This design comes from an exercise in tuning for small area and a short achievable clock period on the open sky130 flow, not from production work.
Where RTL was checked, it was by simulation tests only, not by an equivalence proof against the original.

==> pepper: inputs <==
==> flow/design.v <==
module trail_stack #(
    parameter int DATA_W = 32,
    parameter int DEPTH  = 64,
    parameter int LEVELS = 16
) (
    input  logic                          clock,
    input  logic                          reset,
    input  logic                          push,
    input  logic [DATA_W-1:0]             push_data,
    input  logic                          pop,
    output logic [DATA_W-1:0]             pop_data,
    output logic                          pop_valid,
    output logic [DATA_W-1:0]             top,
    input  logic                          mark,
    input  logic                          backtrack,
    input  logic [$clog2(LEVELS+1)-1:0]   bt_level,
    output logic                          unwind_valid,
    output logic [DATA_W-1:0]             unwind_data,
    output logic                          busy,
    output logic [$clog2(DEPTH+1)-1:0]    size,
    output logic [$clog2(LEVELS+1)-1:0]   level,
    output logic                          full,
    output logic                          empty,
    output logic                          err_overflow,
    output logic                          err_underflow
);
    localparam int SW = $clog2(DEPTH + 1);
    localparam int LW = $clog2(LEVELS + 1);
    logic [DATA_W-1:0] slot [1:DEPTH-1];
    logic [DATA_W-1:0] top_q;
    logic [SW-1:0]     marks [1:LEVELS];
    logic [SW-1:0]     target;
    logic [LW-1:0]     tgt_level;
    logic [DEPTH:0]    sz_oh;      
    logic [DATA_W-1:0] rd;         
    logic [SW-1:0]     mark_rd;    
    assign top   = top_q;
    assign empty = size == '0;
    assign full  = size[SW-1];
    always_comb
        for (int k = 0; k <= DEPTH; k++) sz_oh[k] = size == SW'(k);
    always_comb begin
        rd = '0;
        for (int k = 1; k < DEPTH; k++) rd = rd | ({DATA_W{sz_oh[k+1]}} & slot[k]);
    end
    always_comb begin
        mark_rd = '0;
        for (int l = 1; l <= LEVELS; l++)
            if (bt_level == LW'(l)) mark_rd = marks[l];
    end
    always_ff @(posedge clock)
        for (int k = 1; k < DEPTH; k++)
            if (sz_oh[k]) slot[k] <= top_q;
    logic bt_go, do_rep, do_push, do_pop, unw_step;
    always_comb begin
        bt_go    = !busy && backtrack && bt_level < level;
        do_rep   = !busy && !bt_go && push && pop && !empty;
        do_push  = !busy && !bt_go && push && !(pop && !empty) && !full;
        do_pop   = !busy && !bt_go && !push && pop && !empty;
        unw_step = busy && size > target;
    end
    always_ff @(posedge clock) begin
        pop_valid <= 1'b0;
        unwind_valid <= 1'b0;
        if (!busy) begin
            target <= mark_rd;
            tgt_level <= bt_level;
        end
        if (reset) begin
            busy <= 1'b0;
            size <= '0;
            level <= '0;
            top_q <= '0;
            pop_data <= '0;
            unwind_data <= '0;
            err_overflow <= 1'b0;
            err_underflow <= 1'b0;
        end else begin
            if (do_push || do_rep) top_q <= push_data;
            else if (do_pop || unw_step) top_q <= rd;
            if (do_pop || do_rep) begin
                pop_data <= top_q;
                pop_valid <= 1'b1;
            end
            if (unw_step) begin
                unwind_data <= top_q;
                unwind_valid <= 1'b1;
            end
            if (do_push) size <= size + 1'b1;
            else if (do_pop || unw_step) size <= size - 1'b1;
            if (busy) begin
                if (!unw_step) begin
                    busy <= 1'b0;
                    level <= tgt_level;
                end
            end else if (bt_go) begin
                busy <= 1'b1;
            end else begin
                if (backtrack) err_underflow <= 1'b1;
                if (push && !(pop && !empty) && full) err_overflow <= 1'b1;
                if (!push && pop && empty) err_underflow <= 1'b1;
                if (mark) begin
                    if (level == LW'(LEVELS)) err_overflow <= 1'b1;
                    else begin
                        marks[level + 1'b1] <= size;
                        level <= level + 1'b1;
                    end
                end
            end
        end
    end
endmodule
==> flow/run.sh <==
#!/bin/bash
# synth_recipe.tcl (not shown) runs the flow's synth.tcl, then flattens the netlist and writes it again
# the make line also repeats each setting of config.mk as NAME=value (left out here)
make -C /OpenROAD-flow-scripts/flow DESIGN_CONFIG=/design/flow/config.mk WORK_HOME=/design/flow/orfs CLKGATE_MAP_FILE= SYNTH_SCRIPT=/design/flow/synth_recipe.tcl finish
==> flow/config.mk <==
export PLATFORM = sky130hd
export DESIGN_NAME = trail_stack
export DESIGN_NICKNAME = trail_stack
export VERILOG_FILES = /design/flow/design.v
export SDC_FILE = /design/flow/constraint.sdc
export NUM_CORES = 4
export LEC_CHECK = 0
export CAP_MARGIN = 20
export CORE_MARGIN = 2
export CORE_UTILIZATION = 40
export SLEW_MARGIN = 20
==> flow/constraint.sdc <==
create_clock -name core_clock -period 5.5 [get_ports {clock}]
set_input_delay 1.1000 -clock core_clock [delete_from_list [all_inputs] [get_ports {clock}]]
set_output_delay 1.1000 -clock core_clock [all_outputs]
set_load 0.01 [all_outputs]
==> umber (differences from pepper) <==
--- a/flow/design.v
+++ b/flow/design.v
@@ -36,7 +36,8 @@
     logic [SW-1:0]     mark_rd;    
+    logic [LEVELS-1:0] lvl_gt;     
+    logic [LEVELS-1:0] tgt_gt;     
     assign top   = top_q;
-    assign empty = size == '0;
+    logic [SW-1:0]     size_n;
+    assign empty = sz_oh[0];
     assign full  = size[SW-1];
-    always_comb
-        for (int k = 0; k <= DEPTH; k++) sz_oh[k] = size == SW'(k);
     always_comb begin
@@ -45,2 +46,4 @@
     end
+    always_comb
+        for (int v = 0; v < LEVELS; v++) tgt_gt[v] = tgt_level > LW'(v);
     always_comb begin
@@ -53,5 +56,8 @@
             if (sz_oh[k]) slot[k] <= top_q;
+    always_ff @(posedge clock)
+        for (int l = 1; l <= LEVELS; l++)
+            if ((l == 1 ? 1'b1 : lvl_gt[(l == 1) ? 0 : l-2]) && !lvl_gt[l-1]) marks[l] <= size;
     logic bt_go, do_rep, do_push, do_pop, unw_step;
     always_comb begin
-        bt_go    = !busy && backtrack && bt_level < level;
+        bt_go    = !busy && backtrack && !bt_level[LW-1] && lvl_gt[bt_level[LW-2:0]];
         do_rep   = !busy && !bt_go && push && pop && !empty;
@@ -60,2 +66,5 @@
         unw_step = busy && size > target;
+        if (do_push) size_n = size + 1'b1;
+        else if (do_pop || unw_step) size_n = size - 1'b1;
+        else size_n = size;
     end
@@ -71,3 +80,5 @@
             size <= '0;
+            sz_oh <= (DEPTH+1)'(1);
             level <= '0;
+            lvl_gt <= '0;
             top_q <= '0;
@@ -88,4 +99,5 @@
             end
-            if (do_push) size <= size + 1'b1;
-            else if (do_pop || unw_step) size <= size - 1'b1;
+            size <= size_n;
+            if (do_push) sz_oh <= {sz_oh[DEPTH-1:0], 1'b0};
+            else if (do_pop || unw_step) sz_oh <= {1'b0, sz_oh[DEPTH:1]};
             if (busy) begin
@@ -94,2 +106,3 @@
                     level <= tgt_level;
+                    lvl_gt <= tgt_gt;
                 end
@@ -104,4 +117,4 @@
                     else begin
-                        marks[level + 1'b1] <= size;
                         level <= level + 1'b1;
+                        lvl_gt <= {lvl_gt[LEVELS-2:0], 1'b1};
                     end
==> flow/flow/run.sh (new file) <==
#!/bin/bash
# The standard layout, with plain buffers (not delay cells) on the ports.
set -euo pipefail
export BUFFER_PORTS_ARGS="-buffer_cell sky130_fd_sc_hd__buf_2"
bash standard.sh > standard.log 2>&1
==> flow/standard.sh (new file) <==
#!/bin/bash
# synth_recipe.tcl (not shown) runs the flow's synth.tcl, then flattens the netlist and writes it again
# the make line also repeats each setting of config.mk as NAME=value (left out here)
make -C /OpenROAD-flow-scripts/flow DESIGN_CONFIG=/design/flow/config.mk WORK_HOME=/design/flow/orfs CLKGATE_MAP_FILE= SYNTH_SCRIPT=/design/flow/synth_recipe.tcl "${@:-finish}"
CTS_CLUSTER_DIAMETER = 70   (was not set)
CTS_CLUSTER_SIZE = 24   (was not set)
SETUP_SLACK_MARGIN = 2.9   (was not set)
removed: flow/run.sh
==> raven (differences from pepper) <==
--- a/flow/design.v
+++ b/flow/design.v
@@ -36,7 +36,7 @@
     logic [SW-1:0]     mark_rd;    
+    logic [LEVELS-1:0] lvl_gt;     
+    logic [LEVELS-1:0] tgt_gt;     
     assign top   = top_q;
-    assign empty = size == '0;
+    assign empty = sz_oh[0];
     assign full  = size[SW-1];
-    always_comb
-        for (int k = 0; k <= DEPTH; k++) sz_oh[k] = size == SW'(k);
     always_comb begin
@@ -45,2 +45,4 @@
     end
+    always_comb
+        for (int v = 0; v < LEVELS; v++) tgt_gt[v] = tgt_level > LW'(v);
     always_comb begin
@@ -53,5 +55,10 @@
             if (sz_oh[k]) slot[k] <= top_q;
-    logic bt_go, do_rep, do_push, do_pop, unw_step;
+    always_ff @(posedge clock)
+        for (int l = 1; l <= LEVELS; l++)
+            if ((l == 1 ? 1'b1 : lvl_gt[(l == 1) ? 0 : l-2]) && !lvl_gt[l-1]) marks[l] <= size;
+    logic          go;
+    logic [SW-1:0] size_p1, size_m1;
+    logic bt_go, do_rep, do_push, do_pop;
     always_comb begin
-        bt_go    = !busy && backtrack && bt_level < level;
+        bt_go    = !busy && backtrack && !bt_level[LW-1] && lvl_gt[bt_level[LW-2:0]];
         do_rep   = !busy && !bt_go && push && pop && !empty;
@@ -59,3 +66,3 @@
         do_pop   = !busy && !bt_go && !push && pop && !empty;
-        unw_step = busy && size > target;
+        go       = busy && size > target;
     end
@@ -71,3 +78,7 @@
             size <= '0;
+            size_p1 <= SW'(1);
+            size_m1 <= '1;
+            sz_oh <= (DEPTH+1)'(1);
             level <= '0;
+            lvl_gt <= '0;
             top_q <= '0;
@@ -79,3 +90,3 @@
             if (do_push || do_rep) top_q <= push_data;
-            else if (do_pop || unw_step) top_q <= rd;
+            else if (do_pop || go) top_q <= rd;
             if (do_pop || do_rep) begin
@@ -84,3 +95,3 @@
             end
-            if (unw_step) begin
+            if (go) begin
                 unwind_data <= top_q;
@@ -88,8 +99,18 @@
             end
-            if (do_push) size <= size + 1'b1;
-            else if (do_pop || unw_step) size <= size - 1'b1;
+            if (do_push) begin
+                size <= size_p1;
+                size_p1 <= size_p1 + 1'b1;
+                size_m1 <= size;
+                sz_oh <= {sz_oh[DEPTH-1:0], 1'b0};
+            end else if (do_pop || go) begin
+                size <= size_m1;
+                size_p1 <= size;
+                size_m1 <= size_m1 - 1'b1;
+                sz_oh <= {1'b0, sz_oh[DEPTH:1]};
+            end
             if (busy) begin
-                if (!unw_step) begin
+                if (!go) begin
                     busy <= 1'b0;
                     level <= tgt_level;
+                    lvl_gt <= tgt_gt;
                 end
@@ -104,4 +125,4 @@
                     else begin
-                        marks[level + 1'b1] <= size;
                         level <= level + 1'b1;
+                        lvl_gt <= {lvl_gt[LEVELS-2:0], 1'b1};
                     end
==> flow/flow/run.sh (new file) <==
#!/bin/bash
# The standard layout, with plain buffers (not delay cells) on the ports.
set -euo pipefail
export BUFFER_PORTS_ARGS="-buffer_cell sky130_fd_sc_hd__buf_2"
bash standard.sh > standard.log 2>&1
==> flow/standard.sh (new file) <==
#!/bin/bash
# synth_recipe.tcl (not shown) runs the flow's synth.tcl, then flattens the netlist and writes it again
# the make line also repeats each setting of config.mk as NAME=value (left out here)
make -C /OpenROAD-flow-scripts/flow DESIGN_CONFIG=/design/flow/config.mk WORK_HOME=/design/flow/orfs CLKGATE_MAP_FILE= SYNTH_SCRIPT=/design/flow/synth_recipe.tcl "${@:-finish}"
CORE_UTILIZATION = 62   (was 40)
CTS_CLUSTER_DIAMETER = 70   (was not set)
CTS_CLUSTER_SIZE = 24   (was not set)
SETUP_SLACK_MARGIN = 2.9   (was not set)
removed: flow/run.sh
==> out/metrics.cfg <==
[outcome]
outcome = finished clean

[layout]
area_growth_pct = 14.6
layout.nets = 5180
final_cell_mix = 2,140 x edfxtp_1, 476 x a221oi_1, 475 x a22o_1

[setup_path]
cp_slowest_cell = mux4_2

[synthesis]
synth_area_um2 = 85600
netlist_instances = 4883

[routing]
met2_length_mm = 142

That was umber.
==> out/metrics.cfg <==
[outcome]
outcome = finished clean

[layout]
area_growth_pct = 18.0
final_cell_mix = 2,140 x edfxtp_1, 816 x a22oi_1, 284 x buf_4

[routing]
met2_length_mm = 136

[setup_path]
cp_slowest_cell = or4b_1

[synthesis]
netlist_instances = 4712

That was pepper.
==> out/metrics.cfg <==
[synthesis]
netlist_instances = 4782
synth_area_um2 = 85100

[outcome]
outcome = finished clean

[routing]
met2_length_mm = 140

[layout]
layout.nets = 5232
area_growth_pct = 15.3

That was raven.
Function not checked in pepper and umber: the RTL went through the layout flow alone.

## port drivers added, routing unchanged
The results above use ideal ports. As a check the final layouts listed here were re-extracted and re-timed, cells and wires unchanged. Step 1 sets driving cells, clkbuf_16 on the clock port and buf_2 on the other inputs (assumed; they add their load-dependent delay and slew). Step 2, shift: input delay + t, output delay - t, t = (earliest + latest rising clock arrival at the registers) / 2. This alone moves slack from input paths to output paths. Slacks: ideal ports / drivers / drivers and shift; pairs: ideal ports / drivers.
| run | t, ns | slack for setup (ns) | worst hold slack (ns) | worst setup path at the end |
|---|---|---|---|---|
| pepper | 0.929 | 0.557 / 0.467 / 0.888 | 0.457 / 0.457 / 0.457 | input to register |
| umber | 0.899 | 2.704 / 2.728 / 1.829 | 0.449 / 0.449 / 0.449 | input to register |
| raven | 0.882 | 2.831 / 2.754 / 1.936 | 0.454 / 0.454 / 0.454 | input to register |
After both steps setup and hold are still met in every run listed. The setup slack of raven, which loses most, moves by -0.077 ns with the drivers and by -0.895 ns with both steps.
